This design comes from an exercise in tuning for small area and a short achievable clock period on the open sky130 flow, not from production work. Only simulation tests tie the RTL to the original design; equivalence was not proved. Power and IR drop assume default switching activity.

==> flow/config.mk <==
export PLATFORM = sky130hd
export DESIGN_NAME = ex_stage
export DESIGN_NICKNAME = ex_stage
export VERILOG_FILES = /design/flow/design.v
export SDC_FILE = /design/flow/constraint.sdc
export NUM_CORES = 4
export LEC_CHECK = 0
export CAP_MARGIN = 20
export CORE_MARGIN = 2
export CORE_UTILIZATION = 40
export GPL_TIMING_DRIVEN = 0
export SETUP_SLACK_MARGIN = 0.15
export SLEW_MARGIN = 20
==> flow/constraint.sdc <==
create_clock -name core_clock -period 5.0 [get_ports {i_clk}]
set_input_delay 1.0000 -clock core_clock [delete_from_list [all_inputs] [get_ports {i_clk}]]
set_output_delay 1.0000 -clock core_clock [all_outputs]
set_load 0.01 [all_outputs]
==> flow/design.v <==
package ex_pkg;
  localparam int XLEN = 32;                   
  typedef logic [XLEN-1:0] word_t;            
  typedef logic [3:0]      byte_en_t;         
  typedef logic [4:0]      reg_idx_t;         
  typedef enum logic [2:0]
  {
    OP_MEM    = 3'd0,                         
    OP_BRANCH = 3'd1,
    OP_REG    = 3'd2,
    OP_IMM    = 3'd3,
    OP_LUI    = 3'd4,
    OP_AUIPC  = 3'd5,
    OP_JAL    = 3'd6,
    OP_JALR   = 3'd7
  } alu_op_e;
  localparam logic [2:0] F3_BEQ  = 3'd0;
  localparam logic [2:0] F3_BNE  = 3'd1;
  localparam logic [2:0] F3_BLT  = 3'd4;
  localparam logic [2:0] F3_BGE  = 3'd5;
  localparam logic [2:0] F3_BLTU = 3'd6;
  localparam logic [2:0] F3_BGEU = 3'd7;
  localparam logic [2:0] F3_BYTE   = 3'd0;
  localparam logic [2:0] F3_HALF   = 3'd1;
  localparam logic [2:0] F3_WORD   = 3'd2;
  localparam logic [2:0] F3_BYTE_U = 3'd4;
  localparam logic [2:0] F3_HALF_U = 3'd5;
  localparam word_t PC_STEP = 32'd4;          
endpackage
`timescale 1ns/1ps
module alu_core
(
  input  ex_pkg::alu_op_e i_alu_op,           
  input  logic [2:0]      i_funct3,
  input  logic            i_funct7b,          
  input  ex_pkg::word_t   i_a,
  input  ex_pkg::word_t   i_b,
  input  ex_pkg::word_t   i_imm,              
  input  ex_pkg::word_t   i_pc,
  input  logic            i_lt_s,             
  input  logic            i_lt_u,             
  output ex_pkg::word_t   o_result_base,      
  output logic            o_slt,              
  output ex_pkg::word_t   o_target            
);
  logic          is_ri;                       
  logic          is_reg;
  logic          use_pc;                      
  logic          use_a;                       
  logic          link_sel;                    
  logic          is_jalr;
  logic          sub;
  ex_pkg::word_t op_x;
  ex_pkg::word_t op_y;                        
  ex_pkg::word_t op_yx;                       
  ex_pkg::word_t sum;
  logic          sel_sum;
  logic          shl;
  logic          sra;
  ex_pkg::word_t sh_in;
  ex_pkg::word_t sh_out;
  ex_pkg::word_t sh_left;
  ex_pkg::word_t alu;
  ex_pkg::word_t link;
  logic [4:0]    shamt;
  assign is_ri    = (i_alu_op == ex_pkg::OP_REG) || (i_alu_op == ex_pkg::OP_IMM);
  assign is_reg   = (i_alu_op == ex_pkg::OP_REG);
  assign use_pc   = (i_alu_op == ex_pkg::OP_BRANCH) || (i_alu_op == ex_pkg::OP_AUIPC) ||
                    (i_alu_op == ex_pkg::OP_JAL);
  assign use_a    = (i_alu_op == ex_pkg::OP_MEM) || is_ri || (i_alu_op == ex_pkg::OP_JALR);
  assign link_sel = (i_alu_op == ex_pkg::OP_JAL) || (i_alu_op == ex_pkg::OP_JALR);
  assign is_jalr  = (i_alu_op == ex_pkg::OP_JALR);
  assign sub = is_reg && (i_funct3 == 3'd0) && i_funct7b;
  assign op_x  = ({32{use_pc}} & i_pc) | ({32{use_a}} & i_a);
  assign op_y  = is_reg ? i_b : i_imm;
  assign op_yx = op_y ^ {32{sub}};
  logic [31:0] pg_p;
  logic [31:0] pg_g;
  logic [31:0] pp [0:5];
  logic [31:0] gg [0:5];
  logic [32:0] carry;
  assign pg_p = op_x ^ op_yx;
  assign pg_g = op_x & op_yx;
  always_comb
  begin
    pp[0] = pg_p;
    gg[0] = pg_g;
    gg[0][0] = pg_g[0] | (pg_p[0] & sub);
    for (int l = 0; l < 5; l++)
    begin
      for (int i = 0; i < 32; i++)
      begin
        if (((i >> l) & 1) == 1)
        begin
          gg[l+1][i] = gg[l][i] | (pp[l][i] & gg[l][((i >> l) << l) - 1]);
          pp[l+1][i] = pp[l][i] & pp[l][((i >> l) << l) - 1];
        end
        else
        begin
          gg[l+1][i] = gg[l][i];
          pp[l+1][i] = pp[l][i];
        end
      end
    end
  end
  assign carry = {gg[5], sub};
  assign sum   = pg_p ^ carry[31:0];
  assign shamt = op_y[4:0];
  assign shl   = !i_funct3[2];
  assign sra   = i_funct7b && !shl;
  always_comb
  begin
    for (int i = 0; i < 32; i++)
      sh_in[i] = shl ? i_a[31-i] : i_a[i];
  end
  assign sh_out = $signed({sra && i_a[31], sh_in}) >>> shamt;
  always_comb
  begin
    for (int i = 0; i < 32; i++)
      sh_left[i] = sh_out[31-i];
  end
  assign sel_sum = !is_ri || (i_funct3 == 3'd0);
  always_comb
  begin
    alu = '0;
    if (i_alu_op == ex_pkg::OP_BRANCH)
      alu = '0;
    else if (sel_sum)
      alu = sum;
    else
    begin
      case (i_funct3)
        3'd1: alu = sh_left;
        3'd4: alu = op_x ^ op_yx;
        3'd5: alu = sh_out;
        3'd6: alu = op_x | op_yx;
        3'd7: alu = op_x & op_yx;
        default: alu = '0;                    
      endcase
    end
  end
  assign link          = {i_pc[31:2] + 30'd1, i_pc[1:0]};
  assign o_result_base = link_sel ? link : alu;
  assign o_slt         = is_ri && (i_funct3[2:1] == 2'b01) && (i_funct3[0] ? i_lt_u : i_lt_s);
  assign o_target      = {sum[31:1], sum[0] && !is_jalr};
endmodule
`timescale 1ns/1ps
module branch_unit
(
  input  logic            i_valid,
  input  ex_pkg::alu_op_e i_alu_op,
  input  logic [2:0]      i_funct3,           
  input  ex_pkg::word_t   i_a,
  input  ex_pkg::word_t   i_b,
  input  ex_pkg::word_t   i_imm,
  output logic            o_lt_s,             
  output logic            o_lt_u,             
  output logic            o_redirect          
);
  ex_pkg::word_t y;
  logic [31:0]   lt [0:5];                    
  logic [31:0]   eq [0:5];                    
  logic          lt_rest;                     
  logic          eq_rest;
  logic          taken;
  assign y = (i_alu_op == ex_pkg::OP_IMM) ? i_imm : i_b;
  always_comb
  begin
    lt[0] = ~i_a & y;
    eq[0] = ~(i_a ^ y);
    lt[0][31] = 1'b0;
    eq[0][31] = 1'b1;
    for (int l = 0; l < 5; l++)
    begin
      lt[l+1] = '0;
      eq[l+1] = '0;
      for (int i = 0; i < (32 >> (l + 1)); i++)
      begin
        lt[l+1][i] = lt[l][2*i+1] | (eq[l][2*i+1] & lt[l][2*i]);
        eq[l+1][i] = eq[l][2*i+1] & eq[l][2*i];
      end
    end
  end
  assign lt_rest = lt[5][0];
  assign eq_rest = eq[5][0];
  assign o_lt_u = (~i_a[31] & y[31]) | (~(i_a[31] ^ y[31]) & lt_rest);
  assign o_lt_s = ( i_a[31] & ~y[31]) | (~(i_a[31] ^ y[31]) & lt_rest);
  always_comb
  begin
    case (i_funct3)
      ex_pkg::F3_BEQ:  taken = eq_rest && (i_a[31] == y[31]);
      ex_pkg::F3_BNE:  taken = !(eq_rest && (i_a[31] == y[31]));
      ex_pkg::F3_BLT:  taken = o_lt_s;
      ex_pkg::F3_BGE:  taken = !o_lt_s;
      ex_pkg::F3_BLTU: taken = o_lt_u;
      ex_pkg::F3_BGEU: taken = !o_lt_u;
      default:         taken = 1'b0;      
    endcase
  end
  assign o_redirect = i_valid && (((i_alu_op == ex_pkg::OP_BRANCH) && taken) ||
                                  (i_alu_op == ex_pkg::OP_JAL) || (i_alu_op == ex_pkg::OP_JALR));
endmodule
`timescale 1ns/1ps
module ex_mem_reg
(
  input  logic             i_clk,
  input  logic             i_reset,
  input  logic             i_valid,
  input  ex_pkg::word_t    i_result_base,    
  input  logic             i_slt,            
  input  logic             i_redirect,
  input  ex_pkg::word_t    i_target,
  input  ex_pkg::word_t    i_store_src,      
  input  logic [2:0]       i_funct3,         
  input  ex_pkg::reg_idx_t i_rd,
  input  logic             i_reg_write,
  input  logic             i_mem_read,
  input  logic             i_mem_write,
  input  logic             i_mem_to_reg,
  output logic             o_valid,
  output ex_pkg::word_t    o_result,
  output ex_pkg::word_t    o_store_data,
  output ex_pkg::byte_en_t o_byte_en,
  output ex_pkg::reg_idx_t o_rd,
  output logic             o_reg_write,
  output logic             o_mem_read,
  output logic             o_mem_write,
  output logic             o_mem_to_reg,
  output logic             o_redirect,
  output ex_pkg::word_t    o_redirect_pc
);
  ex_pkg::word_t    result;
  ex_pkg::word_t    store_base;
  ex_pkg::word_t    store_lane;
  ex_pkg::byte_en_t width_mask;
  ex_pkg::byte_en_t be_base;
  ex_pkg::byte_en_t byte_en;
  logic [1:0]       offset;                
  logic             mem_acc;
  assign result  = {i_result_base[31:1], i_result_base[0] | i_slt};
  assign offset  = i_result_base[1:0];
  assign mem_acc = i_valid && (i_mem_read || i_mem_write);
  always_comb
  begin
    case (i_funct3)
      ex_pkg::F3_BYTE,
      ex_pkg::F3_BYTE_U: width_mask = 4'b0001;
      ex_pkg::F3_HALF,
      ex_pkg::F3_HALF_U: width_mask = 4'b0011;
      ex_pkg::F3_WORD:   width_mask = 4'b1111;
      default:           width_mask = 4'b0000;
    endcase
  end
  assign be_base    = mem_acc ? (width_mask << offset) : 4'b0000;
  assign byte_en    = i_slt ? {be_base[2:0], 1'b0} : be_base;
  assign store_base = i_store_src << {offset, 3'b000};    
  assign store_lane = i_slt ? {store_base[23:0], 8'h00} : store_base;
  always_ff @(posedge i_clk)
  begin
    if (i_reset)
    begin
      o_valid      <= 1'b0;
      o_reg_write  <= 1'b0;
      o_mem_read   <= 1'b0;
      o_mem_write  <= 1'b0;
      o_mem_to_reg <= 1'b0;
      o_redirect   <= 1'b0;
      o_byte_en    <= '0;
    end
    else
    begin
      o_valid      <= i_valid;
      o_reg_write  <= i_valid && i_reg_write;
      o_mem_read   <= i_valid && i_mem_read;
      o_mem_write  <= i_valid && i_mem_write;
      o_mem_to_reg <= i_valid && i_mem_to_reg;
      o_redirect   <= i_redirect;
      o_byte_en    <= byte_en;
    end
  end
  always_ff @(posedge i_clk)
  begin
    o_result      <= result;
    o_store_data  <= store_lane;
    o_rd          <= i_rd;
    o_redirect_pc <= i_target;
  end
endmodule
`timescale 1ns/1ps
module ex_stage
(
  input  logic             i_clk,
  input  logic             i_reset,
  input  logic             i_valid,          
  input  ex_pkg::alu_op_e  i_alu_op,
  input  logic [2:0]       i_funct3,
  input  logic             i_funct7b,
  input  ex_pkg::word_t    i_a,
  input  ex_pkg::word_t    i_b,
  input  ex_pkg::word_t    i_imm,
  input  ex_pkg::word_t    i_pc,
  input  ex_pkg::reg_idx_t i_rd,
  input  logic             i_reg_write,
  input  logic             i_mem_read,
  input  logic             i_mem_write,
  input  logic             i_mem_to_reg,
  output logic             o_valid,
  output ex_pkg::word_t    o_result,
  output ex_pkg::word_t    o_store_data,
  output ex_pkg::byte_en_t o_byte_en,
  output ex_pkg::reg_idx_t o_rd,
  output logic             o_reg_write,
  output logic             o_mem_read,
  output logic             o_mem_write,
  output logic             o_mem_to_reg,
  output logic             o_redirect,
  output ex_pkg::word_t    o_redirect_pc
);
  ex_pkg::word_t result_base;
  ex_pkg::word_t target;
  logic          slt;
  logic          lt_s;
  logic          lt_u;
  logic          redirect;
  alu_core u_alu_core
  (
    .i_alu_op  (i_alu_op),
    .i_funct3  (i_funct3),
    .i_funct7b (i_funct7b),
    .i_a       (i_a),
    .i_b       (i_b),
    .i_imm     (i_imm),
    .i_pc      (i_pc),
    .i_lt_s    (lt_s),
    .i_lt_u    (lt_u),
    .o_result_base (result_base),
    .o_slt     (slt),
    .o_target  (target)
  );
  branch_unit u_branch_unit
  (
    .i_valid    (i_valid),
    .i_alu_op   (i_alu_op),
    .i_funct3   (i_funct3),
    .i_a        (i_a),
    .i_b        (i_b),
    .i_imm      (i_imm),
    .o_lt_s     (lt_s),
    .o_lt_u     (lt_u),
    .o_redirect (redirect)
  );
  ex_mem_reg u_ex_mem_reg
  (
    .i_clk         (i_clk),
    .i_reset       (i_reset),
    .i_valid       (i_valid),
    .i_result_base (result_base),
    .i_slt         (slt),
    .i_redirect    (redirect),
    .i_target      (target),
    .i_store_src   (i_b),                     
    .i_funct3      (i_funct3),
    .i_rd          (i_rd),
    .i_reg_write   (i_reg_write),
    .i_mem_read    (i_mem_read),
    .i_mem_write   (i_mem_write),
    .i_mem_to_reg  (i_mem_to_reg),
    .o_valid       (o_valid),
    .o_result      (o_result),
    .o_store_data  (o_store_data),
    .o_byte_en     (o_byte_en),
    .o_rd          (o_rd),
    .o_reg_write   (o_reg_write),
    .o_mem_read    (o_mem_read),
    .o_mem_write   (o_mem_write),
    .o_mem_to_reg  (o_mem_to_reg),
    .o_redirect    (o_redirect),
    .o_redirect_pc (o_redirect_pc)
  );
endmodule
==> flow/flow/run.sh <==
#!/bin/bash
# The standard layout, with single-drive buffers on the ports instead of
# the resizer's default pick (a delay cell)
set -euo pipefail
export BUFFER_PORTS_ARGS="-buffer_cell sky130_fd_sc_hd__buf_1"
bash standard.sh > standard.log 2>&1
==> flow/standard.sh <==
#!/bin/bash
# synth_recipe.tcl (not shown) runs the flow's synth.tcl, then flattens the netlist and writes it again
# the make line also repeats each setting of config.mk as NAME=value (left out here)
make -C /OpenROAD-flow-scripts/flow DESIGN_CONFIG=/design/flow/config.mk WORK_HOME=/design/flow/orfs CLKGATE_MAP_FILE= SYNTH_SCRIPT=/design/flow/synth_recipe.tcl "${@:-finish}"
==> flow_summary.ini, run 1 <==
[power]
p_sw_mw = 1.73
switching_share_pct = 43.2
power.internal_mw = 2.28
power.total_mw = 4.01
clock_power_share_pct = 20.7
seq_power_share_pct = 28.7
comb_power_share_pct = 50.5
p_leak_nw = 6.00
power_density_nw_per_um2 = 288
ir_drop_v = 0.000196

[synth]
synth.yosys.warnings = 7
syn_nets = 1746
synth.yosys.seq_area_share_pct = 19.0
ys_types = 86
synth_flop_cell = dfxtp_1
postSynthCellCount = 1496
synth-seq-cells = 111
async_reset_ff_share_pct = 0
avgSynthCellArea_um2 = 7.81
synth_edf_count = 0
netlist_area_um2 = 11700

[layout]
fin_nets = 2028
drive_above_1_share_pct = 10.7
fillers = 3053
multi_input_area_um2 = 8800
fin_cells = 2168
reg_top3 = u_ex_mem_reg.o_redirect_pc (32), u_ex_mem_reg.o_result (32), u_ex_mem_reg.o_store_data (32)
regArea_um2 = 2220
syn_to_final_growth_pct = 19.0
design_area_um2 = 13900

[drt]
wl_per_cell_um = 27.1
num_vias = 13500
firstDrtPassIters = 6
routed_via_density = 6.23
drc = 0
wl_met2_mm = 24.7
drtIter0Drc = 1474
route.top_layer_used = met5
m1WireLength_mm = 24.7
ant_nets = 0
drt_wl_total_mm = 58.8
met3WireLength_mm = 5.82

[clock_tree]
cts.sinks = 111
htree_levels = 3
cts_buffer_depth = 2
cts_tree = yes
ctsHoldBuffers = 0
cts_buffers = 9
root_buffer = clkbuf_16
path_clk_slew_ps = 80

[timing]
fmax_mhz = 206
drv_slew = 0
rsz0062_at_grt = true
fin_crit_ps = 4850
tightest_slew_ps = 953
finalSetupViolations = 0
hold_viol_final = 0
period_share_pct = 96.9
maxSlewHeadroom_pct = 36.3
fin_ws_ps = 154

[worst_hold_path]
min_path_type = primary input to flop

[setup_path]
crit_fanout = 10
crit_chain = buf_4 -> or3b_1 -> buf_6 -> buf_4 -> mux2_4 -> xnor2_2 -> ha_1 -> nor2b_1 -> o31a_1 -> o41ai_4 -> o211ai_1 -> buf_4 -> a21oi_4 -> o2111ai_4 -> xor2_1 -> nor2_1 -> o22ai_1
crit_slowest_cell = o31a_1
cp_data_arrival_time_ps = 5100
startpoint_type = primary input
worstPathRequired_ps = 5250
critical_path.most_common_cell = buf_4
endpoint_kind = flop
worst_path_largest_cell_delay_ps = 390
worst-setup-path-type = primary input to flop

[global_routing]
grt_first_pass_wirelength_mm = 83.9
gr-usage-all-layers_pct = 37.3
overflow = 0
grt_pass1_vias = 12600
grt_max_degree = 20
antenna_found_initial = 1

[place]
dp_slack_ps = -2170
gp_routability_congestion = 1.02
placed_area_um2 = 13100
post-dp-hpwl_mm = 47.2
io_buffer_count = 252
dp_cells = 2133

[die]
die-height_um = 175
start_util_pct = 40.7
std_cell_rows = 62
core_area_um2 = 28700
io_pins = 258
die_area_um2 = 30600
die_x_um = 175

[run_status]
status = timing/DRC/antenna clean

[flow_run]
maxCapViolCount = 0
==> stage by stage <==
stage          utilization (%)  hold slack [ps]  setup TNS [ps]
2_1_floorplan                -             1030               0
6_report                  48.5              705               0
3_3_place_gp              45.7             1090          -76540
4_1_cts                   47.9              698               0
3_5_place_dp              45.7             1100          -80320
5_1_grt                   48.5              704               0
==> power by group through the flow <==
stage	Clock (mW)	Combinational, mW	Sequential [mW]
final	0.832	2.03	1.15
after global routing	0.878	2.13	1.17
after CTS	0.842	1.94	1.15
after detailed placement	0	1.87	1.17
after global placement	0	1.87	1.17
after floorplan	0	1.04	1.29
==> Yosys cell counts (8+ instances only) <==
master      n  area [um2]
and3_1     17         106
o22ai_1    22         138
o21a_1      8        60.1
nand4_1    11        68.8
mux2i_1   131        1310
ha_1       98        1230
buf_2      17        85.1
buf_1      19        71.3
clkbuf_1   44         165
a221oi_1   10        87.6
a22oi_1    29         218
a21oi_1   131         656
nor2b_1    10        62.6
mux2_2     45         507
nand3_1    36         180
inv_1     114         428
nand2_1   121         454
o211ai_1   15         113
dfxtp_1   111        2220
xor2_1     21         184
and2_1     15        93.8
nor2_1    122         458
o221ai_1    9        78.8
o21ai_0    72         360
a211oi_1   17         128
xnor2_1    65         569
o21ai_1     8        40.0
nor3_1     15        75.1
a22o_1     36         315
buf_6       9         101
==> layer usage <==
layer / global-route usage (%) / vias up
li1: - / 5929
met1: 51.2 / 6552
met2: 55.4 / 861
met3: 6.38 / 162
met4: 20.1 / 2
met5: 0 / -
==> cell usage in the layout, fill, tap and decap left out, types with 28 or more instances in the layout <==
master	count
a22o_1	36
buf_4	28
buf_1	260
xnor2_1	58
mux2_2	43
inv_1	114
a21oi_1	123
dfxtp_1	111
o21ai_0	67
nor2_1	121
nand2_1	119
ha_1	97
clkbuf_1	35
mux2i_1	130
a22oi_1	29
nand3_1	36
==> cells by family (layout without fill, tap and decap cells) <==
logic type	count (synthesis)	count (layout)	share of synthesized area [%]
DFF	111	111	19.0
adders and majority gates	103	103	11.3
muxes	182	182	16.5
other	0	1	0
and+or+nand+nor	377	377	14.8
xor gates and xnor gates	86	86	6.44
AOI/OAI and AO/OA	427	427	24.2
buffers and inverters	210	497	7.71
==> worst max-delay path: cells and delay by family <==
family	cells	cell delay, ps
AO/OA/AOI/OAI	6	1550
XOR/XNOR	2	550
AND/OR/NAND/NOR	3	600
multiplexers	1	370
buffers and inverters	4	690
adder cells (fa/ha/maj)	1	320
==> timing repair <==
| item | in CTS | in global routing |
|---|---|---|
| endpoints found under the setup margin | 89 | 55 |
| buffers inserted | 13 | 7 |
| gates resized for setup | 50 | 40 |
| pin swaps | 14 | 12 |
| gates cloned | 0 | 0 |
==> final timing paths <==
kind                   startpoint                   endpoint  depth (start not counted)
worst max-delay path  i_alu_op[0]  u_ex_mem_reg.o_result[30]                         17
worst min-delay path      i_rd[2]       u_ex_mem_reg.o_rd[2]                          1
==> cell type report <==
class,instances,area share [%]
Tap cell,384,3.45
Clock inverter,6,0.710
Timing Repair Buffer,273,7.96
Sequential cell,111,16.0
Inverter,116,3.17
Buffer,92,3.78
Antenna cell,1,0.0180
Multi-Input combinational cell,1175,63.2
Clock buffer,10,1.72
==> run 2: changes to the inputs <==
--- a/flow/design.v
+++ b/flow/design.v
@@ -51,4 +51,5 @@
   logic          is_jalr;
   logic          sub;
+  logic          b_inv;                       
   ex_pkg::word_t op_x;
   ex_pkg::word_t op_y;                        
@@ -71,8 +72,9 @@
   assign link_sel = (i_alu_op == ex_pkg::OP_JAL) || (i_alu_op == ex_pkg::OP_JALR);
   assign is_jalr  = (i_alu_op == ex_pkg::OP_JALR);
-  assign sub = is_reg && (i_funct3 == 3'd0) && i_funct7b;
+  assign sub = is_reg && b_inv;
   assign op_x  = ({32{use_pc}} & i_pc) | ({32{use_a}} & i_a);
+  assign b_inv = (i_funct3 == 3'd0) && i_funct7b;
   assign op_y  = is_reg ? i_b : i_imm;
-  assign op_yx = op_y ^ {32{sub}};
+  assign op_yx = is_reg ? (i_b ^ {32{b_inv}}) : i_imm;
   logic [31:0] pg_p;
   logic [31:0] pg_g;
--- a/flow/config.mk
+++ b/flow/config.mk
@@ -10,4 +10,4 @@
 export CORE_UTILIZATION = 40
 export GPL_TIMING_DRIVEN = 0
-export SETUP_SLACK_MARGIN = 0.15
+export SETUP_SLACK_MARGIN = 0.5
 export SLEW_MARGIN = 20
==> run 2 against run 1 <==
Effect of this change:
- core utilization rose by 1.6 points
- non-clock buffer count grew 30
- worst hold slack better by 7.2 ps
- critical path type unchanged
- largest cell class unchanged
==> flow_summary.ini, run 2 <==
[run_status]
status = timing/DRC/antenna clean

[drt]
drc = 0
wl_per_cell_um = 27.6
firstDrtPassIters = 6
num_vias = 13700
drtIter0Drc = 1833
ant_nets = 0
routed_via_density = 6.25
drt_wl_total_mm = 60.4

[synth]
synth_flop_cell = dfxtp_1
syn_nets = 1729
synth.yosys.seq_area_share_pct = 18.6
yosys-top-cells-area = dfxtp_1 (19%), ha_1 (10%), mux2i_1 (9.4%), mux2_2 (5.5%), xnor2_1 (4.8%)
async_reset_ff_share_pct = 0
ys_types = 74
avgSynthCellArea_um2 = 8.10
netlist_top_cells_count = inv_1 (135), nor2_1 (119), mux2i_1 (113)
synth-seq-cells = 111
synth.yosys.warnings = 7
postSynthCellCount = 1478
netlist_area_um2 = 12000
synth_top_cell_by_area = dfxtp_1
synth_top_area_share_pct = 18.6
synth_edf_count = 0
synth.most_common_cell = inv_1

[place]
placed_area_um2 = 13500
post-dp-hpwl_mm = 47.9
dp_slack_ps = -860
io_buffer_count = 250
gp_routability_congestion = 1.04

[clock_tree]
root_buffer = clkbuf_16
htree_levels = 3
cts_tree = yes
path_clk_slew_ps = 80
ctsHoldBuffers = 0
cts_buffers = 9
cts.sinks = 111
cts_buffer_depth = 2

[worst_hold_path]
min_path_type = primary input to flop
hold_path_startpoint = i_rd[0]

[setup_path]
cp_data_arrival_time_ps = 4820
crit_start = i_alu_op[2]
crit_end = u_ex_mem_reg.o_byte_en[0]
worstPathRequired_ps = 5320
crit_fanout = 10
endpoint_kind = flop
startpoint_type = primary input
worst-setup-path-type = primary input to flop

[layout]
fin_nets = 2042
fillers = 3007
design_area_um2 = 14800
mostFrequentLayoutCells = buf_1 (252), inv_1 (132), nor2_1 (117)
reg_top3 = u_ex_mem_reg.o_redirect_pc (32), u_ex_mem_reg.o_result (32), u_ex_mem_reg.o_store_data (32)
layout_commonest_cell = buf_1
drive_above_1_share_pct = 15.8
syn_to_final_growth_pct = 23.7

[flow_run]
maxCapViolCount = 0

[global_routing]
antenna_found_initial = 3
gr-usage-all-layers_pct = 37.3
grt_pass1_vias = 12600
grt_max_degree = 21
grt_first_pass_wirelength_mm = 84.5
overflow = 0

[timing]
fmax_mhz = 223
fin_ws_ps = 507
finalSetupViolations = 0
rsz0062_at_grt = true
tightest_slew_ps = 1050
fin_crit_ps = 4490
period_share_pct = 89.9
drv_slew = 0
hold_viol_final = 0
maxSlewHeadroom_pct = 29.5
fin_hold_ws_ps = 712

[die]
std_cell_rows = 63
start_util_pct = 40.5
die_area_um2 = 31300
io_pins = 258
core_area_um2 = 29600
die-height_um = 177
die_x_um = 177

[power]
power_density_nw_per_um2 = 277
ir_drop_v = 0.000179
p_leak_nw = 6.41
==> run 2: changes by cell type after synthesis, moves of 13 or more <==
cell	change
a21o_1	+16
a21oi_1	-19
a22oi_1	-14
inv_1	+21
mux2_2	+14
mux2i_1	-18
mux4_2	+19
nand2_1	-38
o22ai_1	-13
==> run 2: layout make-up <==
class	instances	area, um2	share of cell area, %
Sequential cell	111	2220	15.0
Tap cell	390	488	3.30
Antenna cell	1	2.50	0.0169
Multi-Input combinational cell	1138	9230	62.3
Inverter	136	523	3.53
Clock inverter	7	86.3	0.583
Timing Repair Buffer	301	1390	9.37
Buffer	94	646	4.36
Clock buffer	9	225	1.52
==> run 2: how the worst min path moves through the flow <==
| stage | depth (start not counted) | to |
|---|---|---|
| 2_1_floorplan | 0 | u_ex_mem_reg.o_rd[0] |
| 3_3_place_gp | 1 | u_ex_mem_reg.o_rd[4] |
| 3_5_place_dp | 1 | u_ex_mem_reg.o_rd[0] |
| 4_1_cts | 1 | u_ex_mem_reg.o_rd[0] |
| 5_1_grt | 1 | u_ex_mem_reg.o_rd[2] |
| 6_report | 1 | u_ex_mem_reg.o_rd[0] |
==> run 2: timing repair <==
action,in CTS,in global routing
cloned,1,3
pin swaps,11,27
hold endpoints to repair,0,0
endpoints found under the setup margin,90,66
gates resized for setup,56,100
setup buffers,5,42
==> run 2: cell families (layout without fill, tap and decap cells) <==
group / after synthesis / after routing / synth area share [%]
AO/OA/AOI/OAI: 422 / 422 / 24.2
XOR/XNOR: 81 / 81 / 5.93
adder cells (fa/ha/maj): 104 / 104 / 11.2
buffers and inverters: 230 / 547 / 8.08
flip-flops: 111 / 111 / 18.6
multiplexers: 194 / 194 / 19.2
other: 0 / 1 / 0
AND/OR/NAND/NOR: 336 / 337 / 12.9
==> run 2: metrics by stage <==
step | TNS, ps | utilization [%] | total power, mW | std cells
after global routing | 0 | 50.1 | 4.29 | 2187
after detailed placement | -34500 | 45.7 | 3.12 | 2119
after CTS | 0 | 47.5 | 3.95 | 2141
after floorplan | 0 | - | 2.39 | 1478
after global placement | -33910 | 45.7 | 3.11 | 2118
final | 0 | 50.1 | 4.11 | 2187
==> run 2: routing by layer <==
layer / up-vias / GRT usage, % / wire length, um
met5: - / 0 / 35
met4: 6 / 24.9 / 4880
met3: 231 / 8.57 / 6760
met2: 939 / 55.1 / 25000
met1: 6510 / 48.3 / 23700
li1: 5980 / - / -
==> run 2: worst max-delay path, cell delays in order <==
cell and delay, ps:
clkbuf_2 120, buf_6 140, nor2b_4 130, a21oi_4 190
buf_8 190, a22o_1 170, inv_1 80, fa_2 410
fa_2 590, inv_2 40, a222oi_1 320, o21ai_1 130
a221o_1 320, o21ai_4 220, buf_8 180, clkinv_8 90
nor2_4 250, and3_4 210
==> run 2: where the power goes <==
group	leakage (nW)	internal (mW)	switching (mW)
sequential	0.932	1.11	0.0533
clock	0.150	0.401	0.381
combinational	5.33	0.810	1.36
total	6.41	2.32	1.79
==> run 3: changes to the inputs <==
--- a/flow/design.v
+++ b/flow/design.v
@@ -57,4 +57,9 @@
   ex_pkg::word_t sum;
   logic          sel_sum;
+  logic          cy_en;                       
+  logic          use_p;
+  logic          use_g;
+  logic          use_sll;
+  logic          use_srl;
   logic          shl;
   logic          sra;
@@ -84,9 +89,10 @@
   assign pg_p = op_x ^ op_yx;
   assign pg_g = op_x & op_yx;
+  assign cy_en = !(is_ri && i_funct3[2]);
   always_comb
   begin
     pp[0] = pg_p;
-    gg[0] = pg_g;
-    gg[0][0] = pg_g[0] | (pg_p[0] & sub);
+    gg[0] = pg_g & {32{cy_en}};
+    gg[0][0] = (pg_g[0] && cy_en) || (pg_p[0] && sub);
     for (int l = 0; l < 5; l++)
     begin
@@ -116,30 +122,30 @@
       sh_in[i] = shl ? i_a[31-i] : i_a[i];
   end
-  assign sh_out = $signed({sra && i_a[31], sh_in}) >>> shamt;
+  logic fill;
+  assign fill = sra && i_a[31];
   always_comb
   begin
-    for (int i = 0; i < 32; i++)
-      sh_left[i] = sh_out[31-i];
+    logic [31:0] v;
+    v = sh_in;
+    v = shamt[4] ? {{16{fill}}, v[31:16]} : v;
+    v = shamt[3] ? {{8{fill}}, v[31:8]} : v;
+    v = shamt[2] ? {{4{fill}}, v[31:4]} : v;
+    v = shamt[1] ? {{2{fill}}, v[31:2]} : v;
+    v = shamt[0] ? {{1{fill}}, v[31:1]} : v;
+    sh_out = v;
   end
-  assign sel_sum = !is_ri || (i_funct3 == 3'd0);
   always_comb
   begin
-    alu = '0;
-    if (i_alu_op == ex_pkg::OP_BRANCH)
-      alu = '0;
-    else if (sel_sum)
-      alu = sum;
-    else
-    begin
-      case (i_funct3)
-        3'd1: alu = sh_left;
-        3'd4: alu = op_x ^ op_yx;
-        3'd5: alu = sh_out;
-        3'd6: alu = op_x | op_yx;
-        3'd7: alu = op_x & op_yx;
-        default: alu = '0;                    
-      endcase
-    end
+    for (int i = 0; i < 32; i++)
+      sh_left[i] = sh_out[31-i];
   end
+  assign sel_sum = !is_ri || (i_funct3 == 3'd0);
+  assign use_p   = (i_alu_op != ex_pkg::OP_BRANCH) &&
+                   (sel_sum || (i_funct3 == 3'd4) || (i_funct3 == 3'd6));
+  assign use_g   = is_ri && (i_funct3[2:1] == 2'b11);
+  assign use_sll = is_ri && (i_funct3 == 3'd1);
+  assign use_srl = is_ri && (i_funct3 == 3'd5);
+  assign alu = ({32{use_p}} & sum) | ({32{use_g}} & pg_g) |
+               ({32{use_sll}} & sh_left) | ({32{use_srl}} & sh_out);
   assign link          = {i_pc[31:2] + 30'd1, i_pc[1:0]};
   assign o_result_base = link_sel ? link : alu;
--- a/flow/config.mk
+++ b/flow/config.mk
@@ -8,6 +8,7 @@
 export CAP_MARGIN = 20
 export CORE_MARGIN = 2
-export CORE_UTILIZATION = 40
+export CORE_UTILIZATION = 60
 export GPL_TIMING_DRIVEN = 0
+export PLACE_DENSITY = 0.75
 export SETUP_SLACK_MARGIN = 0.5
 export SLEW_MARGIN = 20
==> run 3 against run 2 <==
Effect of this change:
- die area down 40%
- critical endpoint is now u_ex_mem_reg.o_result[9]
- critical path depth unchanged
- setup slack worse by 35 ps
- cell count down 16%
- sequential share of layout area up 2.3 points
- flip-flop and latch count unchanged
- critical path type unchanged
- core utilization up 24 points
==> flow_summary.ini, run 3 <==
[global_routing]
overflow = 0
gr-usage-all-layers_pct = 48.0
antenna_found_initial = 0
grt_pass1_vias = 11400
grt_first_pass_wirelength_mm = 66.9
grt_max_degree = 19

[run_status]
status = timing/DRC/antenna clean

[synth]
synth.most_common_cell = nand2_1
syn_nets = 1542
yosys-top-cells-area = dfxtp_1 (21%), ha_1 (8.5%), mux2i_1 (8.2%), xnor2_1 (4.8%), nand2_1 (4.5%)
synth-seq-cells = 111
synth.yosys.warnings = 7
ys_types = 76
netlist_top_cells_count = nand2_1 (127), dfxtp_1 (111), o21ai_0 (87)
avgSynthCellArea_um2 = 7.98
synth_flop_cell = dfxtp_1
synth_top_area_share_pct = 21.1
async_reset_ff_share_pct = 0
netlist_area_um2 = 10600
postSynthCellCount = 1323
synth_top_cell_by_area = dfxtp_1
synth_edf_count = 0
synth.yosys.seq_area_share_pct = 21.1

[power]
ir_drop_v = 0.000215
power.total_mw = 3.70
power_density_nw_per_um2 = 289
p_leak_nw = 5.38

[clock_tree]
path_clk_slew_ps = 80
htree_levels = 3
root_buffer = clkbuf_16
cts_buffer_depth = 2
cts_tree = yes
cts.sinks = 111
cts_buffers = 9
ctsHoldBuffers = 0

[layout]
fin_nets = 1835
reg_top3 = u_ex_mem_reg.o_redirect_pc (32), u_ex_mem_reg.o_result (32), u_ex_mem_reg.o_store_data (32)
fin_cells = 1845
syn_to_final_growth_pct = 21.3
drive_above_1_share_pct = 13.0
mostFrequentLayoutCells = buf_1 (250), nand2_1 (125), dfxtp_1 (111)
antenna_cells = 0
fillers = 1380
design_area_um2 = 12800
layout_commonest_cell = buf_1

[place]
gp_routability_congestion = 1.08
placed_area_um2 = 11900
post-dp-hpwl_mm = 36.3
dp_cells = 1801
io_buffer_count = 253

[timing]
hold_viol_final = 0
rsz0062_at_grt = true
tightest_slew_ps = 952
period_share_pct = 90.6
finalSetupViolations = 0
fmax_mhz = 221
drv_slew = 0
fin_crit_ps = 4530
maxSlewHeadroom_pct = 34.7
fin_hold_ws_ps = 718
fin_setup_tns_ps = 0

[setup_path]
crit_start = i_alu_op[2]
worst-setup-path-type = primary input to flop
endpoint_kind = flop
cp_data_arrival_time_ps = 4730
worstPathRequired_ps = 5210
crit_fanout = 10
startpoint_type = primary input

[drt]
drt_wl_total_mm = 46.5
drc = 0
wl_per_cell_um = 25.2
firstDrtPassIters = 10
routed_via_density = 6.95
ant_nets = 0
drtIter0Drc = 1901
num_vias = 12800

[die]
io_pins = 258
core_area_um2 = 17200
die-height_um = 137
std_cell_rows = 48
die_x_um = 137
die_area_um2 = 18700
start_util_pct = 61.2

[worst_hold_path]
min_path_type = primary input to flop
hold_path_startpoint = i_rd[2]

[flow_run]
maxCapViolCount = 0
## run 3: cell types whose count changed in the layout (fill, tap and decap cells not counted), sizes merged, moves of 24 or more
cell / change
nor2: -64
o21ai: +26
ha: -26
nand2: +45
inv: -82
buf: -24
a21oi: -26
mux2i: -27
a211oi: +29
## run 3: what timing repair did
item                                    CTS  global route
pin swaps                                12            16
cloned                                    0             0
endpoints found under the setup margin   91            56
setup buffers                            15            14
gates resized for setup                  56            55
## run 3: area by class of cell
cell class	instances	area [um2]	area share, %
Buffer	94	628	4.90
Timing Repair Buffer	282	1180	9.24
Clock inverter	5	66.3	0.518
Multi-Input combinational cell	1063	7980	62.3
Sequential cell	111	2220	17.4
Clock buffer	10	239	1.87
Tap cell	225	282	2.20
Inverter	55	206	1.61
## run 3: kinds of logic (layout without fill, tap and decap cells)
group           after synthesis  in the layout  share of synthesized area, %
buf+inv                     149            446                          6.10
mux                         132            132                          13.4
flops                       111            111                          21.1
xor+xnor                     80             80                          6.64
fa+ha+maj                    72             72                          8.53
compound gates              430            430                          28.0
simple gates                349            349                          16.2
## run 3: path summary, 6_finish.rpt
kind / end / slack (ps) / cells past startpoint
max: u_ex_mem_reg.o_result[9] / 470 / 18
min: u_ex_mem_reg.o_rd[2] / 720 / 1
## run 3: per-stage QoR
step           utilization (%)  setup WS, ps
2_1_floorplan                -           501
5_1_grt                   74.3           403
3_5_place_dp              69.2          -706
4_1_cts                   72.8           491
3_3_place_gp              69.2          -636
6_report                  74.3           472
## run 3: routing by layer
metal | track usage [%] | wire length, um
met4 | 28.4 | 3560
met1 | 61.5 | 16300
met5 | 0 | 0
met3 | 16.6 | 7730
met2 | 69.2 | 18900
## run 3: critical path, cell delays in order
cell      delay (ps)
clkbuf_2         150
buf_4            200
nand3b_1         290
clkbuf_2         330
clkbuf_4         300
clkbuf_4         310
a21o_1           230
ha_4             170
nand3_4           70
a31oi_4          200
a32o_2           310
buf_4            150
ha_2             160
a21oi_2           40
xnor2_2          150
a221o_1          340
a221oi_2         190
a21oi_1          100
## run 3: report_power, final
| part | internal (mW) | switching, mW |
|---|---|---|
| Clock | 0.407 | 0.370 |
| Combinational | 0.661 | 1.12 |
| Sequential | 1.09 | 0.0516 |
==> run 4: changes to the inputs <==
--- a/flow/config.mk
+++ b/flow/config.mk
@@ -9,5 +9,4 @@
 export CORE_MARGIN = 2
 export CORE_UTILIZATION = 60
-export GPL_TIMING_DRIVEN = 0
 export PLACE_DENSITY = 0.75
 export SETUP_SLACK_MARGIN = 0.5
==> run 4 against run 3 <==
Effect of this change:
- clock-buffer cell count stayed put
- largest power group unchanged
- still clean
- critical path depth fell by 6
- highest routed layer unchanged
- sequential share of layout area increased by 0.76 points
- core utilization down 3.1 points
- non-clock buffer count is 62 lower
- synthesized area is the same
- total power shrank 4.5%
- sequential power about the same
- design area down 4.2%
- critical endpoint is now u_ex_mem_reg.o_store_data[27]
==> flow_summary.ini, run 4 <==
[setup_path]
critical_path.most_common_cell = a211oi_1
crit_chain = clkbuf_2 -> buf_4 -> inv_1 -> a21boi_0 -> a211oi_2 -> nor3_1 -> a211oi_1 -> o21ai_1 -> and3_1 -> buf_12 -> mux2i_1 -> a211oi_1
path_delay_family = compound AO/OA/AOI/OAI gates
startpoint_type = primary input
worst-setup-path-type = primary input to flop
cp_data_arrival_time_ps = 4590
crit_fanout = 49
worstPathRequired_ps = 5240
endpoint_kind = flop
path_buf_inv = 4
worst_path_largest_cell_delay_ps = 580
crit_slowest_cell = buf_4

[timing]
fin_ws_ps = 649
drv_slew = 0
fin_setup_tns_ps = 0
fmax_mhz = 230
fin_crit_ps = 4350
hold_viol_final = 0
finalSetupViolations = 0
period_share_pct = 87.0
maxSlewHeadroom_pct = 32.7
fin_hold_ws_ps = 718
tightest_slew_ps = 1010
rsz0062_at_grt = false

[place]
post-dp-hpwl_mm = 34.1
dp_slack_ps = 225
io_buffer_count = 257
gp_routability_congestion = 1.02

[layout]
fin_nets = 1773
mostFrequentLayoutCells = buf_1 (255), nand2_1 (127), dfxtp_1 (111)
reg_top3 = u_ex_mem_reg.o_redirect_pc (32), u_ex_mem_reg.o_result (32), u_ex_mem_reg.o_store_data (32)
syn_to_final_growth_pct = 16.3
drive_above_1_share_pct = 10.1
fillers = 1466
layout_commonest_cell = buf_1

[synth]
postSynthCellCount = 1323
synth_flop_cell = dfxtp_1
synth_top_area_share_pct = 21.1
synth_top_cell_by_area = dfxtp_1
ys_types = 76
syn_nets = 1542
yosys-top-cells-area = dfxtp_1 (21%), ha_1 (8.5%), mux2i_1 (8.2%), xnor2_1 (4.8%), nand2_1 (4.5%)
netlist_top_cells_count = nand2_1 (127), dfxtp_1 (111), o21ai_0 (87)
synth_edf_count = 0
synth-seq-cells = 111
synth.yosys.seq_area_share_pct = 21.1
synth.yosys.warnings = 7
netlist_area_um2 = 10600
synth.most_common_cell = nand2_1
avgSynthCellArea_um2 = 7.98
async_reset_ff_share_pct = 0

[drt]
wl_per_cell_um = 24.5
drtIter0Drc = 1589
drc = 0
num_vias = 12200
routed_via_density = 6.83
ant_nets = 0
firstDrtPassIters = 8
drt_wl_total_mm = 43.7

[die]
start_util_pct = 61.2
die-height_um = 137
io_pins = 258
die_area_um2 = 18700
std_cell_rows = 48
die_x_um = 137
core_area_um2 = 17200

[run_status]
status = timing/DRC/antenna clean

[clock_tree]
htree_levels = 3
cts_buffers = 9
cts.sinks = 111
cts_buffer_depth = 2
root_buffer = clkbuf_16
path_clk_slew_ps = 80
cts_tree = yes

[worst_hold_path]
min_path_type = primary input to flop

[power]
ir_drop_v = 0.000220
p_leak_nw = 5.18
power_density_nw_per_um2 = 288

[flow_run]
maxCapViolCount = 0

[global_routing]
grt_max_degree = 52
grt_first_pass_wirelength_mm = 62.8
antenna_found_initial = 0
overflow = 0
gr-usage-all-layers_pct = 44.9
grt_pass1_vias = 10900
==> run 4: cell types whose count changed in the layout (fill, tap and decap cells not counted), moves of 4 or more <==
cell      change
clkbuf_1     -35
nor4_1        +4
ha_1          +6
clkbuf_8      -4
buf_6         -9
nor4_2        -4
buf_1         +5
clkbuf_2      -8
buf_4        +16
o21ai_1       -8
clkbuf_4      -6
buf_2        -21
o21ai_0      +13
==> run 4: power breakdown <==
part           internal (mW)  switching [mW]  total (mW)  leakage (nW)
Combinational          0.613            1.05        1.66          4.12
Sequential              1.09          0.0590        1.15         0.931
Clock                  0.355           0.370       0.726         0.133
==> run 4: final cells by class <==
type	count	area, um2	area share [%]
tap	225	282	2.29
timing repair buffer	314	1490	12.1
antenna	2	5.00	0.0408
clock buffer	10	239	1.95
clock inverter	5	43.8	0.357
multi-input combinational	1063	7790	63.5
inverter	55	206	1.68
sequential	111	2220	18.1
==> run 4: layer usage <==
metal | up-vias | part of all wire (%) | track usage, %
met4 | 0 | 5.7 | 22.8
met1 | 5598 | 37 | 58.2
li1 | 5435 | - | -
met3 | 195 | 15 | 13.4
met2 | 968 | 43 | 67.4
met5 | - | 0 | 0
==> run 4: what timing repair did <==
action	CTS	global route
endpoints found under the setup margin	0	26
hold buffers	0	0
gates resized for setup	0	5
setup buffers	0	2
==> run 4: final timing paths <==
check / startpoint / cells after the start / to / slack, ps
worst min-delay path: i_rd[0] / 1 / u_ex_mem_reg.o_rd[0] / 720
worst max-delay path: i_funct3[2] / 12 / u_ex_mem_reg.o_store_data[27] / 650
==> run 4: metrics by stage <==
step	utilization, %	cells	total power, mW	cell area [um2]
final	71.2	1785	3.54	12300
after global routing	71.2	1783	3.69	12300
after CTS	70.9	1780	3.47	12200
after detailed placement	69.3	1765	2.76	11900
after global placement	69.3	1765	2.73	11900
after floorplan	-	1323	2.18	10700
==> run 4: logic make-up after synthesis <==
family	after synthesis	share of synthesized area, %
fa+ha+maj	72	8.53
xor+xnor	80	6.64
simple gates	349	16.2
flops	111	21.1
buf+inv	149	6.10
mux	132	13.4
compound gates	430	28.0
==> run 5: changes to the inputs <==
--- a/flow/config.mk
+++ b/flow/config.mk
@@ -10,4 +10,4 @@
 export CORE_UTILIZATION = 60
 export PLACE_DENSITY = 0.75
-export SETUP_SLACK_MARGIN = 0.5
+export SETUP_SLACK_MARGIN = 0.7
 export SLEW_MARGIN = 20
==> run 5 against run 4 <==
Effect of this change:
- worst hold slack worse by 11 ps
- global-route usage grew 0.73 points
- die area unchanged
- sequential share of layout area is 0.42 points lower
- combinational power increased by 4%
- core utilization up 1.7 points
- clock-buffer cell count unchanged
- via count increased by 3.5%
- still clean on timing, DRC and antenna
- first-iteration DRC count grew 15%
- critical endpoint is now u_ex_mem_reg.o_result[9]
- largest cell class unchanged
==> flow_summary.ini, run 5 <==
[layout]
post-route-util_pct = 72.9
drive_above_1_share_pct = 12.3
fin_nets = 1791
antenna_cells = 0
syn_to_final_growth_pct = 19.0
layout_commonest_cell = buf_1
multi_input_area_um2 = 7930
fillers = 1388
mostFrequentLayoutCells = buf_1 (252), nand2_1 (127), dfxtp_1 (111)
reg_top3 = u_ex_mem_reg.o_redirect_pc (32), u_ex_mem_reg.o_result (32), u_ex_mem_reg.o_store_data (32)
regArea_um2 = 2220

[synth]
async_reset_ff_share_pct = 0
yosys-top-cells-area = dfxtp_1 (21%), ha_1 (8.5%), mux2i_1 (8.2%), xnor2_1 (4.8%), nand2_1 (4.5%)
synth_edf_count = 0
synth.yosys.seq_area_share_pct = 21.1
avgSynthCellArea_um2 = 7.98
synth_top_cell_by_area = dfxtp_1
syn_nets = 1542
synth_top_area_share_pct = 21.1
synth-seq-cells = 111
postSynthCellCount = 1323
netlist_top_cells_count = nand2_1 (127), dfxtp_1 (111), o21ai_0 (87)
ys_types = 76
netlist_area_um2 = 10600
synth.most_common_cell = nand2_1
synth_flop_cell = dfxtp_1
synth.yosys.warnings = 7

[place]
post-dp-hpwl_mm = 34.6
gp_routability_congestion = 1.02
io_buffer_count = 257

[timing]
fin_crit_ps = 4320
tightest_slew_ps = 1180
drv_slew = 0
maxSlewHeadroom_pct = 20.9
rsz0062_at_grt = true
fin_setup_tns_ps = 0
fmax_mhz = 231
finalSetupViolations = 0
period_share_pct = 86.4
hold_viol_final = 0

[worst_hold_path]
min_path_type = primary input to flop
hold_path_startpoint = i_rd[1]

[die]
io_pins = 258
die_area_um2 = 18700
core_area_um2 = 17200
die-height_um = 137
std_cell_rows = 48
die_x_um = 137
start_util_pct = 61.2

[setup_path]
crit_fanout = 9
crit_start = i_alu_op[0]
worst-setup-path-type = primary input to flop
endpoint_kind = flop
startpoint_type = primary input
worstPathRequired_ps = 5210
cp_data_arrival_time_ps = 4530

[drt]
drtIter0Drc = 1824
drc = 0
routed_via_density = 7.01
ant_nets = 0
drt_wl_total_mm = 45.4
wl_per_cell_um = 25.2
num_vias = 12600
firstDrtPassIters = 8

[flow_run]
maxCapViolCount = 0

[clock_tree]
cts.sinks = 111
path_clk_slew_ps = 80
cts_buffer_depth = 2
root_buffer = clkbuf_16
htree_levels = 3
cts_buffers = 9
cts_tree = yes

[global_routing]
gr-usage-all-layers_pct = 45.7
overflow = 0
grt_first_pass_wirelength_mm = 64.1
grt_max_degree = 54
grt_pass1_vias = 11000
antenna_found_initial = 0

[power]
ir_drop_v = 0.000222
p_sw_mw = 1.51
clock_power_share_pct = 20.2
power.internal_mw = 2.08
comb_power_share_pct = 47.9
switching_share_pct = 42.1
power_density_nw_per_um2 = 286
p_leak_nw = 5.31
seq_power_share_pct = 31.9

[run_status]
status = timing/DRC/antenna clean
run 5: cell counts after synthesis:
No cell type changed its count.
run 5: logic make-up (layout without fill, tap and decap cells):
kind of cell / Yosys count / count (layout) / share of synthesized area [%]
xor+xnor: 80 / 80 / 6.64
buf+inv: 149 / 402 / 6.10
flops: 111 / 111 / 21.1
compound gates: 430 / 430 / 28.0
mux: 132 / 132 / 13.4
simple gates: 349 / 350 / 16.2
fa+ha+maj: 72 / 72 / 8.53
run 5: worst paths after layout:
path / to / slack (ps) / cells past startpoint
worst max-delay path: u_ex_mem_reg.o_result[9] / 680 / 19
worst min-delay path: u_ex_mem_reg.o_rd[1] / 710 / 1
run 5: power by group through the flow:
| stage | registers (mW) | logic (mW) | clock network (mW) |
|---|---|---|---|
| floorplan | 1.27 | 0.937 | 0 |
| global placement | 1.16 | 1.59 | 0 |
| detailed placement | 1.17 | 1.61 | 0 |
| CTS | 1.15 | 1.62 | 0.726 |
| global route | 1.16 | 1.82 | 0.757 |
| finish | 1.15 | 1.72 | 0.726 |
run 5: metal layers:
metal  GRT usage (%)  share of wire, %  vias to the layer above
met2            67.9                42                     1103
met5               0                 0                        -
met4            25.1               6.6                        0
li1                -                 -                     5465
met1            61.0                37                     5842
met3            10.1                14                      216
run 5: worst max-delay path, cell delays in order:
cell	delay, ps
clkbuf_2	170
buf_6	180
nor3b_4	290
mux2i_4	290
mux2i_1	110
ha_1	330
ha_2	170
a21o_1	160
ha_2	190
nand3_4	80
a31oi_4	90
a32o_2	350
buf_4	160
ha_2	160
a21oi_2	110
xnor2_1	110
a221o_1	320
a221oi_2	170
a21oi_1	90
run 5: timing repair:
item / CTS / global route
buffers inserted: 0 / 19
resized for setup: 0 / 25
hold buffers: 0 / 0
endpoints found under the setup margin: 0 / 55
run 5: metrics by stage:
| stage | area, um2 | instances | total power [mW] | hold slack, ps | setup slack, ps |
|---|---|---|---|---|---|
| after global routing | 12600 | 1802 | 3.74 | 718 | 645 |
| after detailed placement | 12000 | 1765 | 2.78 | 1100 | 383 |
| after global placement | 12000 | 1765 | 2.75 | 1090 | 444 |
| after floorplan | 10800 | 1323 | 2.20 | 1030 | 554 |
| after CTS | 12300 | 1781 | 3.49 | 711 | 749 |
| final | 12600 | 1802 | 3.60 | 708 | 679 |
run 5: layout make-up:
class | instances | share of cell area, %
multi-input combinational | 1064 | 63.1
sequential | 111 | 17.7
timing repair buffer | 331 | 13.0
tap | 225 | 2.24
clock buffer | 10 | 1.90
inverter | 55 | 1.66
clock inverter | 6 | 0.398
==> run 6: changes to the inputs <==
--- a/flow/config.mk
+++ b/flow/config.mk
@@ -10,4 +10,4 @@
 export CORE_UTILIZATION = 60
 export PLACE_DENSITY = 0.75
-export SETUP_SLACK_MARGIN = 0.7
+export SETUP_SLACK_MARGIN = 0.6
 export SLEW_MARGIN = 20
==> run 6 against run 5 <==
Effect of this change:
- still clean on timing, DRC and antenna
- core utilization shrank 0.91 points
- non-clock buffer count decreased by 13
- clock-buffer cell count rose by 1
- combinational power is essentially flat
- design area decreased by 1.3%
- sequential share of layout area grew 0.22 points
- total power shrank 1.0%
- cell count fell by 0.67%
- worst hold slack gained 20 ps
- global-route usage fell by 0.79 points
- synthesized cell count unchanged
- setup slack worse by 53 ps
==> flow_summary.ini, run 6 <==
[layout]
mostFrequentLayoutCells = buf_1 (253), nand2_1 (127), dfxtp_1 (111)
layout_commonest_cell = buf_1
fin_nets = 1778
drive_above_1_share_pct = 11.4
syn_to_final_growth_pct = 17.5
reg_top3 = u_ex_mem_reg.o_redirect_pc (32), u_ex_mem_reg.o_result (32), u_ex_mem_reg.o_store_data (32)
fin_cells = 1790
design_area_um2 = 12400

[setup_path]
startpoint_type = primary input
worstPathRequired_ps = 5210
worst-setup-path-type = primary input to flop
crit_fanout = 11
cp_data_arrival_time_ps = 4590
endpoint_kind = flop

[clock_tree]
cts_buffer_depth = 2
root_buffer = clkbuf_16
cts.sinks = 111
cts_tree = yes
cts_buffers = 9
path_clk_slew_ps = 70
htree_levels = 3
ctsHoldBuffers = 0

[timing]
period_share_pct = 87.5
rsz0062_at_grt = true
fin_hold_ws_ps = 727
drv_slew = 0
tightest_slew_ps = 915
fin_ws_ps = 626
fmax_mhz = 229
maxSlewHeadroom_pct = 38.6
fin_setup_tns_ps = 0
hold_viol_final = 0
finalSetupViolations = 0
fin_crit_ps = 4370

[global_routing]
overflow = 0
antenna_found_initial = 3
gr-usage-all-layers_pct = 44.9
grt_pass1_vias = 10900
grt_first_pass_wirelength_mm = 62.9
grt_max_degree = 69

[power]
ir_drop_v = 0.000193
power_density_nw_per_um2 = 287
p_leak_nw = 5.23

[drt]
drtIter0Drc = 1573
num_vias = 12300
ant_nets = 0
drc = 0
wl_per_cell_um = 24.7
firstDrtPassIters = 7
drt_wl_total_mm = 44.2
routed_via_density = 6.85

[die]
core_area_um2 = 17200
die-height_um = 137
io_pins = 258
die_x_um = 137
start_util_pct = 61.2
die_area_um2 = 18700
std_cell_rows = 48

[worst_hold_path]
min_path_type = primary input to flop

[place]
io_buffer_count = 257
dp_slack_ps = 220
placed_area_um2 = 12000
post-dp-hpwl_mm = 33.9
dp_cells = 1766
gp_routability_congestion = 1.04

[synth]
synth_top_cell_by_area = dfxtp_1
avgSynthCellArea_um2 = 7.98
synth_flop_cell = dfxtp_1
async_reset_ff_share_pct = 0
synth_top_area_share_pct = 21.1
yosys-top-cells-area = dfxtp_1 (21%), ha_1 (8.5%), mux2i_1 (8.2%), xnor2_1 (4.8%), nand2_1 (4.5%)
netlist_top_cells_count = nand2_1 (127), dfxtp_1 (111), o21ai_0 (87)
synth.yosys.warnings = 7
synth-seq-cells = 111
netlist_area_um2 = 10600
synth.most_common_cell = nand2_1
postSynthCellCount = 1323
syn_nets = 1542
synth.yosys.seq_area_share_pct = 21.1
ys_types = 76
synth_edf_count = 0

[flow_run]
maxCapViolCount = 0

[run_status]
status = timing/DRC/antenna clean
## run 6: cell types whose count changed in the layout (fill, tap and decap cells not counted), moves of 2 or more
cell / delta
a221oi_1: -2
a221oi_2: +3
buf_4: -11
buf_6: -2
ha_1: +2
ha_2: -2
mux2i_2: +2
o21ai_0: +4
o21ai_1: -4
## run 6: routing by layer
layer  up-vias  GRT usage (%)  share of wire, %
li1       5436              -                 -
met1      5601           58.1                37
met2      1017           68.3                43
met3       200           13.6                15
met4         2           20.5               5.3
met5         -              0             0.029
## run 6: kinds of logic after synthesis
logic type	synth area share (%)
multiplexers	13.4
flip-flops	21.1
AO/OA/AOI/OAI	28.0
AND/OR/NAND/NOR	16.2
adder cells (fa/ha/maj)	8.53
XOR/XNOR	6.64
buffers and inverters	6.10
## run 6: cell type report
class / instances / area (um2)
clock inverter: 5 / 41.3
multi-input combinational: 1064 / 7890
timing repair buffer: 318 / 1520
tap: 225 / 282
sequential: 111 / 2220
antenna: 1 / 2.50
inverter: 55 / 209
fill: 1470 / 4830
clock buffer: 11 / 243
## run 6: through the flow
step	utilization [%]	power (mW)
after floorplan	-	2.19
after global placement	69.4	2.74
after detailed placement	69.4	2.76
after CTS	71.1	3.46
after global routing	72.0	3.71
final	72.0	3.56
## run 6: timing repair
action | 4_1_cts | 5_1_grt
cloned | 0 | 2
pin swaps | 0 | 8
hold endpoints to repair | 0 | 0
resized for setup | 0 | 22
endpoints found under the setup margin | 1 | 65
setup buffers | 0 | 5
## run 6: critical path, stage by stage
cell and delay, ps:
buf_1 260, nor4b_4 340, buf_12 200, nand2_1 120, mux2i_2 200, ha_1 330, ha_2 170, a21o_1 150
ha_2 180, nand3_2 70, a31oi_1 120, a32o_2 350, ha_1 210, a21oi_2 150, xnor2_2 120, a221o_1 330
a221oi_2 210, a21oi_1 70
## run 6: power breakdown
| group | leakage (nW) | internal [mW] | switching [mW] | total (mW) |
|---|---|---|---|---|
| logic | 4.16 | 0.631 | 1.07 | 1.70 |
| clock network | 0.138 | 0.358 | 0.355 | 0.713 |
| registers | 0.931 | 1.09 | 0.0596 | 1.15 |
| total | 5.23 | 2.08 | 1.48 | 3.56 |
## run 6: path summary, 6_finish.rpt
| kind | endpoint | slack, ps | cells past startpoint | startpoint |
|---|---|---|---|---|
| setup / recovery | u_ex_mem_reg.o_result[9] | 630 | 18 | i_funct7b |
| hold / removal | u_ex_mem_reg.o_rd[3] | 730 | 1 | i_rd[3] |
==> run 7: changes to the inputs <==
==> flow/flow/run.sh (replaced) <==
#!/bin/bash
# The standard layout, with single-drive buffers on the ports instead of
# the resizer's default pick (a delay cell); timing repair aims for 0.5 ns of
# setup slack up to clock tree synthesis and only fixes violations after routing
set -euo pipefail
export BUFFER_PORTS_ARGS="-buffer_cell sky130_fd_sc_hd__buf_1"
SETUP_SLACK_MARGIN=0.5 bash standard.sh cts > standard_cts.log 2>&1
SETUP_SLACK_MARGIN=0 bash standard.sh > standard_finish.log 2>&1
--- a/flow/config.mk
+++ b/flow/config.mk
@@ -9,5 +9,5 @@
 export CORE_MARGIN = 2
 export CORE_UTILIZATION = 60
+export GPL_TIMING_DRIVEN = 0
 export PLACE_DENSITY = 0.75
-export SETUP_SLACK_MARGIN = 0.6
 export SLEW_MARGIN = 20
==> run 7 against run 6 <==
Effect of this change:
- via count grew 4.1%
- still clean on timing, DRC and antenna
- synthesized cell count is the same
- critical path depth is the same
- global-route usage grew 3.1 points
- non-clock buffer count grew 44
- first-iteration DRC count grew 19%
- largest cell class unchanged
- largest power group unchanged
- highest routed layer is now met4
==> flow_summary.ini, run 7 <==
[worst_hold_path]
whs_path_depth = 1
min_path_type = primary input to flop

[synth]
netlist_top_cells_count = nand2_1 (127), dfxtp_1 (111), o21ai_0 (87)
synth.most_common_cell = nand2_1
avgSynthCellArea_um2 = 7.98
ys_types = 76
syn_nets = 1542
yosys-top-cells-area = dfxtp_1 (21%), ha_1 (8.5%), mux2i_1 (8.2%), xnor2_1 (4.8%), nand2_1 (4.5%)
synth_top_cell_by_area = dfxtp_1
async_reset_ff_share_pct = 0
synth_top_area_share_pct = 21.1
synth.yosys.seq_area_share_pct = 21.1
synth-seq-cells = 111
synth_edf_count = 0
postSynthCellCount = 1323
synth.yosys.warnings = 7
synth_flop_cell = dfxtp_1
netlist_area_um2 = 10600

[timing]
drv_slew = 0
tightest_slew_ps = 980
period_share_pct = 94.4
fin_crit_ps = 4720
fin_setup_tns_ps = 0
finalSetupViolations = 0
rsz0062_at_grt = false
maxSlewHeadroom_pct = 32.8
hold_viol_final = 0
fin_hold_ws_ps = 720
fmax_mhz = 212

[drt]
wl_per_cell_um = 25.2
ant_nets = 0
routed_via_density = 6.97
firstDrtPassIters = 6
num_vias = 12800
drtIter0Drc = 1870
drt_wl_total_mm = 46.1
drc = 0

[layout]
drive_above_1_share_pct = 10.8
reg_top3 = u_ex_mem_reg.o_redirect_pc (32), u_ex_mem_reg.o_result (32), u_ex_mem_reg.o_store_data (32)
antenna_cells = 0
mostFrequentLayoutCells = buf_1 (252), nand2_1 (125), dfxtp_1 (111)
design_area_um2 = 12500
layout_commonest_cell = buf_1
post-route-util_pct = 72.8
fin_nets = 1821
syn_to_final_growth_pct = 18.8

[global_routing]
antenna_found_initial = 0
grt_pass1_vias = 11400
gr-usage-all-layers_pct = 48.0
grt_first_pass_wirelength_mm = 66.9
overflow = 0
grt_max_degree = 19

[power]
p_leak_nw = 5.29
ir_drop_v = 0.000215
power_density_nw_per_um2 = 291

[setup_path]
worstPathRequired_ps = 5260
startpoint_type = primary input
endpoint_kind = flop
crit_fanout = 10
cp_data_arrival_time_ps = 4980
worst-setup-path-type = primary input to flop

[place]
post-dp-hpwl_mm = 36.3
placed_area_um2 = 11900
io_buffer_count = 253
gp_routability_congestion = 1.08

[die]
die-height_um = 137
io_pins = 258
core_area_um2 = 17200
die_area_um2 = 18700
start_util_pct = 61.2
std_cell_rows = 48
die_x_um = 137

[clock_tree]
root_buffer = clkbuf_16
cts_buffers = 9
ctsHoldBuffers = 0
htree_levels = 3
path_clk_slew_ps = 80
cts.sinks = 111
cts_tree = yes
cts_buffer_depth = 2

[run_status]
status = timing/DRC/antenna clean

[flow_run]
maxCapViolCount = 0
## run 7: cell counts after synthesis
No cell type changed its count.
## run 7: layout make-up
class / count / area (um2)
flip-flops and latches: 111 / 2220
inverters: 55 / 206
multi-input cells: 1063 / 7870
fillers: 1428 / 4700
plain buffers: 94 / 597
repair buffers: 268 / 1060
well taps: 225 / 282
clock buffers: 10 / 239
clock inverters: 5 / 66.3
## run 7: timing repair
action,4_1_cts,5_1_grt
setup buffers,15,0
resized for setup,56,0
setup endpoints to repair,91,0
## run 7: path summary, 6_finish.rpt
path / start / end
setup / recovery: i_alu_op[2] / u_ex_mem_reg.o_result[24]
hold / removal: i_rd[2] / u_ex_mem_reg.o_rd[2]
## run 7: power breakdown
part	total, mW	switching [mW]	internal [mW]
combinational	1.74	1.11	0.629
sequential	1.14	0.0512	1.09
clock	0.777	0.370	0.407
total	3.65	1.53	2.12
## run 7: logic make-up after synthesis
logic type	count (synthesis)	share of synthesized area [%]
AOI/OAI and AO/OA	430	28.0
muxes	132	13.4
xor gates and xnor gates	80	6.64
DFF	111	21.1
adders and majority gates	72	8.53
and+or+nand+nor	349	16.2
buffers and inverters	149	6.10
## run 7: critical path: stages
cell and delay (ps):
buf_1 150, or3b_4 440, buf_6 170, buf_6 160
clkbuf_4 200, clkbuf_8 190, nand2_1 70, o21ai_1 130
ha_1 460, a21oi_1 110, o21bai_1 150, a21oi_1 110
o21ai_1 400, a221oi_4 150, nor2_2 300, xor2_1 350
a221oi_1 150, a21oi_1 290
## run 7: metrics by stage
step                total power, mW  worst slack, ps  std cells
floorplan                      2.18              501       1323
global placement               2.74             -636       1801
detailed placement             2.76             -706       1801
CTS                            3.57              491       1831
global route                   3.79              108       1831
finish                         3.65              282       1831
## run 7: routing by layer
metal,wire length [um],vias up,global-route usage [%]
li1,-,5517,-
met1,16300,5794,61.5
met2,18600,1168,69.2
met3,7620,282,16.6
met4,3580,0,28.4
met5,0,-,0

## what the ideal ports hide
The results above use ideal ports. As a check the final layouts listed here were re-extracted and re-timed, cells and wires unchanged.
Step 1: set_driving_cell puts a clkbuf_16 on i_clk and a buf_2 on each other input, an assumption about the parent block.
Step 2 also shifts input and output timing later by t, the mid clock arrival at the registers, as if the neighbouring blocks saw the same clock.
a / b / c = ideal / step 1 / step 2; a / b = the first two.
run	t, ns	setup slack, ns	hold WS [ns]	worst register clock-pin slew, ns	worst slew at a driven data input, ns
run 1	0.423	0.154 / 0.178 / -0.245	0.705 / 0.683 / 1.107	0.09 / 0.09	0.07
run 2	0.422	0.507 / 0.494 / 0.072	0.712 / 0.687 / 1.109	0.09 / 0.09	0.08
run 3	0.410	0.472 / 0.493 / 0.083	0.718 / 0.698 / 1.108	0.09 / 0.09	0.06
run 4	0.414	0.649 / 0.651 / 0.237	0.718 / 0.699 / 1.113	0.09 / 0.09	0.06
run 5	0.412	0.679 / 0.693 / 0.281	0.708 / 0.688 / 1.100	0.08 / 0.08	0.06
run 6	0.406	0.626 / 0.646 / 0.240	0.727 / 0.706 / 1.112	0.08 / 0.08	0.05
run 7	0.413	0.282 / 0.308 / -0.106	0.720 / 0.698 / 1.111	0.09 / 0.09	0.06
Met with ideal ports but missed after step 2: setup timing in run 1 and run 7. The setup slack of run 2, which loses most, moves by -0.013 ns with the drivers and by -0.435 ns with both steps.
